From an optimization exercise on the open Yosys and OpenROAD flow, aimed at small area and few clock cycles per item; shortcuts taken in it are not production practice.
Function was checked by simulation only, so behaviour that the tests miss may differ from the original.

// swept_tone_voice
module swept_tone_voice #(
    parameter int SINE_TABLE_BITS = stv_pkg::SINE_TABLE_BITS_DEF,
    parameter int COUNT_BITS      = stv_pkg::COUNT_BITS_DEF
) (
    input  logic        i_clk,
    input  logic        i_rst_n,
    input  logic        s_axis_tvalid,
    output logic        s_axis_tready,
    input  logic [23:0] s_axis_tdata,    
    input  logic [0:0]  s_axis_tuser,    
    output logic        m_axis_tvalid,
    input  logic        m_axis_tready,
    output logic [39:0] m_axis_tdata,    
    output logic [0:0]  m_axis_tuser,    
    input  logic        i_cfg_we,
    input  logic [2:0]  i_cfg_index,
    input  logic [31:0] i_cfg_data
);
Size: about 8,000 cells after synthesis, about 380 flip-flops, ~110 I/O pins.
clock: 13.0 ns
lec_check: 0
cap_margin: 20
core_margin: 2
core_utilization: 40
cts_cluster_diameter: 60
cts_cluster_size: 25
slew_margin: 20
synth_hierarchical: 1
synth_memory_max_bits: 32768
synth_minimum_keep_size: 0
run.sh (not shown) runs the stock make flow with config.mk's settings and CLKGATE_MAP_FILE= SYNTH_SCRIPT=/design/flow/synth_recipe.tcl, a recipe that flattens the netlist after the stock synthesis.
Testbench counts at the start, summed over its fixed seeds: cycles 19,442, items 18,162.
==> next run, changes <==
Settings changed: CTS_CLUSTER_DIAMETER 60 to unset, CTS_CLUSTER_SIZE 25 to unset, GPL_TIMING_DRIVEN set to 0.
Utilization came out higher by 0.34 points.
Die area is unchanged.
Clock-buffer cell count rises by 14.
==> next run, changes <==
Settings changed: GPL_TIMING_DRIVEN 0 to unset.
After rerunning: The changed run completed with no timing, DRC or antenna violations. Clock-buffer cell count came out higher by 2. Maximum frequency came out higher by 3.2%.

---

== JK ==
swept_tone_voice, a different RTL version from the one above (not shown whole).
Size: about 370 flip-flops, about 110 I/O pins, about 0.079 mm2 of cells after synthesis.
Settings: LEC_CHECK=0, CAP_MARGIN=20, CORE_MARGIN=2, CORE_UTILIZATION=40, CTS_BUF_LIST=sky130_fd_sc_hd__clkbuf_8 sky130_fd_sc_hd__clkbuf_16, CTS_CLUSTER_DIAMETER=60, CTS_CLUSTER_SIZE=25, SLEW_MARGIN=20, SYNTH_HIERARCHICAL=1, SYNTH_MEMORY_MAX_BITS=32768, SYNTH_MINIMUM_KEEP_SIZE=0; clock period 13.0 ns.
No stage failed in JK, and the final checks on the layout all came back clean.
Testbench counts of JK, summed over its fixed seeds: cycles 19,442, items 18,162.
What MS does differently from JK at the input level:
--- a/flow/config.mk
+++ b/flow/config.mk
@@ -11 +10,0 @@
-export CTS_BUF_LIST = sky130_fd_sc_hd__clkbuf_8 sky130_fd_sc_hd__clkbuf_16
==> comparison <==
JK has completed all stages; timing, DRC and antenna checks passed. MS finished every stage and its layout cleared the timing, design-rule and antenna checks. MS and JK ended up with nearly the same synthesized area divided by synthesized cell count. On post-layout utilization of the core, MS tracks JK almost exactly. Diff JK..MS | layout filler cell count | negligible. Compared JK against MS; area growth from synthesis to final layout within noise. Total wire length delta (JK -> MS): insignificant. On average wire per standard cell, MS tracks JK almost exactly.

---

swept_tone_voice, a different RTL version from the one above (not shown whole).
Size in the first run: ~370 flip-flops, roughly 110 I/O pins.
clock: 13.0 ns
lec_check: 0
cap_margin: 20
core_margin: 2
core_utilization: 55
cts_cluster_diameter: 60
cts_cluster_size: 25
slew_margin: 20
synth_hierarchical: 1
synth_memory_max_bits: 32768
synth_minimum_keep_size: 0
The first run went through all stages and came out clean.
Testbench counts at the start, summed over its fixed seeds: cycles 19,442, items 18,162.
Edit:
--- a/flow/config.mk
+++ b/flow/config.mk
@@ -7,8 +7,8 @@
 export LEC_CHECK = 0
-export CAP_MARGIN = 20
+export CAP_MARGIN = 10
 export CORE_MARGIN = 2
-export CORE_UTILIZATION = 55
+export CORE_UTILIZATION = 40
 export CTS_CLUSTER_DIAMETER = 60
 export CTS_CLUSTER_SIZE = 25
-export SLEW_MARGIN = 20
+export SLEW_MARGIN = 10
 export SYNTH_HIERARCHICAL = 1
After rerunning: Sequential share of layout area decreases by 0.13 points. Area after synthesis is unchanged. Non-clock buffer count shrinks by 28. Cell area came out higher slightly. Global-route usage goes down by 9.3 points. First-iteration DRC count rose by a few percent. Critical path depth does not change. Sequential cell count stays the same.

---

Another version of the RTL of swept_tone_voice (not shown whole).
Size: ~8300 cells after synthesis, about 110 I/O pins.
make LEC_CHECK=0 CAP_MARGIN=20 CORE_MARGIN=2 CORE_UTILIZATION=40 CTS_CLUSTER_DIAMETER=80 CTS_CLUSTER_SIZE=30 SLEW_MARGIN=20 SYNTH_HIERARCHICAL=1 SYNTH_MEMORY_MAX_BITS=32768 SYNTH_MINIMUM_KEEP_SIZE=0 finish   # period 13.0 ns
Testbench counts at the start, summed over its fixed seeds: cycles 19,442, items 18,162.
Change:
CTS_CLUSTER_DIAMETER = unset   (was 80)
CTS_CLUSTER_SIZE = unset   (was 30)
Result: Wire length rises by 0.32%; synthesized area is unchanged; design area rises by 0.44%; non-clock buffer count does not change; sequential cell count does not change.

---

Another version of the RTL of swept_tone_voice (not shown whole).
Size: roughly 380 flip-flops, roughly 83000 um^2 of cells after synthesis.
==> flow/config.mk <==
export PLATFORM = sky130hd
export DESIGN_NAME = swept_tone_voice
export DESIGN_NICKNAME = swept_tone_voice
export VERILOG_FILES = /design/flow/design.v
export SDC_FILE = /design/flow/constraint.sdc
export NUM_CORES = 4
export LEC_CHECK = 0
export CAP_MARGIN = 20
export CORE_MARGIN = 2
export CORE_UTILIZATION = 60
export SLEW_MARGIN = 20
export SYNTH_HIERARCHICAL = 1
export SYNTH_MEMORY_MAX_BITS = 32768
export SYNTH_MINIMUM_KEEP_SIZE = 0
==> flow/constraint.sdc <==
create_clock -name core_clock -period 13.0 [get_ports {i_clk}]
set_input_delay 2.6000 -clock core_clock [delete_from_list [all_inputs] [get_ports {i_clk}]]
set_output_delay 2.6000 -clock core_clock [all_outputs]
set_load 0.01 [all_outputs]
The first run ran to the end with no violations.
Testbench counts at the start, summed over its fixed seeds: cycles 19,442, items 18,162.
Then changed:
Settings changed: CORE_UTILIZATION 60 to 40.
What happened: Core utilization went down by 21 points. Sequential cell count stays the same.

afterwards: timing with drivers on the ports:
The results above use ideal ports. As a check the final layouts listed here were re-extracted and re-timed, cells and wires unchanged. Step 1 assumes that a clkbuf_16 drives the clock port and a buf_2 every other input. Step 2 also shifts input and output timing later by t, the mid clock arrival at the registers, as if the neighbouring blocks saw the same clock. Three values: ideal ports, drivers, drivers and shift; two values: the first two.
run	t, ns	slack for setup (ns)	slew at the worst register clock pin (ns)
the first run of note 1	0.678	0.612 / 0.612 / 0.352	0.09 / 0.09
the second run of note 1	0.692	0.227 / 0.135 / -0.557	0.08 / 0.08
the third run of note 1	0.706	0.618 / 0.618 / 0.307	0.08 / 0.08
JK	0.654	1.491 / 1.382 / 0.728	0.09 / 0.09
MS	0.655	1.479 / 1.383 / 0.729	0.09 / 0.09
the first run of note 3	0.704	1.316 / 1.318 / 0.614	0.10 / 0.10
the second run of note 3	0.679	1.422 / 1.367 / 0.688	0.09 / 0.09
the first run of note 4	0.741	0.593 / 0.593 / 0.397	0.12 / 0.12
the second run of note 4	0.715	0.637 / 0.637 / 0.517	0.08 / 0.08
the first run of note 5	0.677	0.537 / 0.537 / 0.115	0.07 / 0.07
the second run of note 5	0.732	0.606 / 0.606 / -0.074	0.08 / 0.08
With both steps, setup timing fails in the second run of note 1 and the second run of note 5, where it was met with ideal ports. The setup slack of the second run of note 1, which loses most, moves by -0.092 ns with the drivers and by -0.784 ns with both steps.
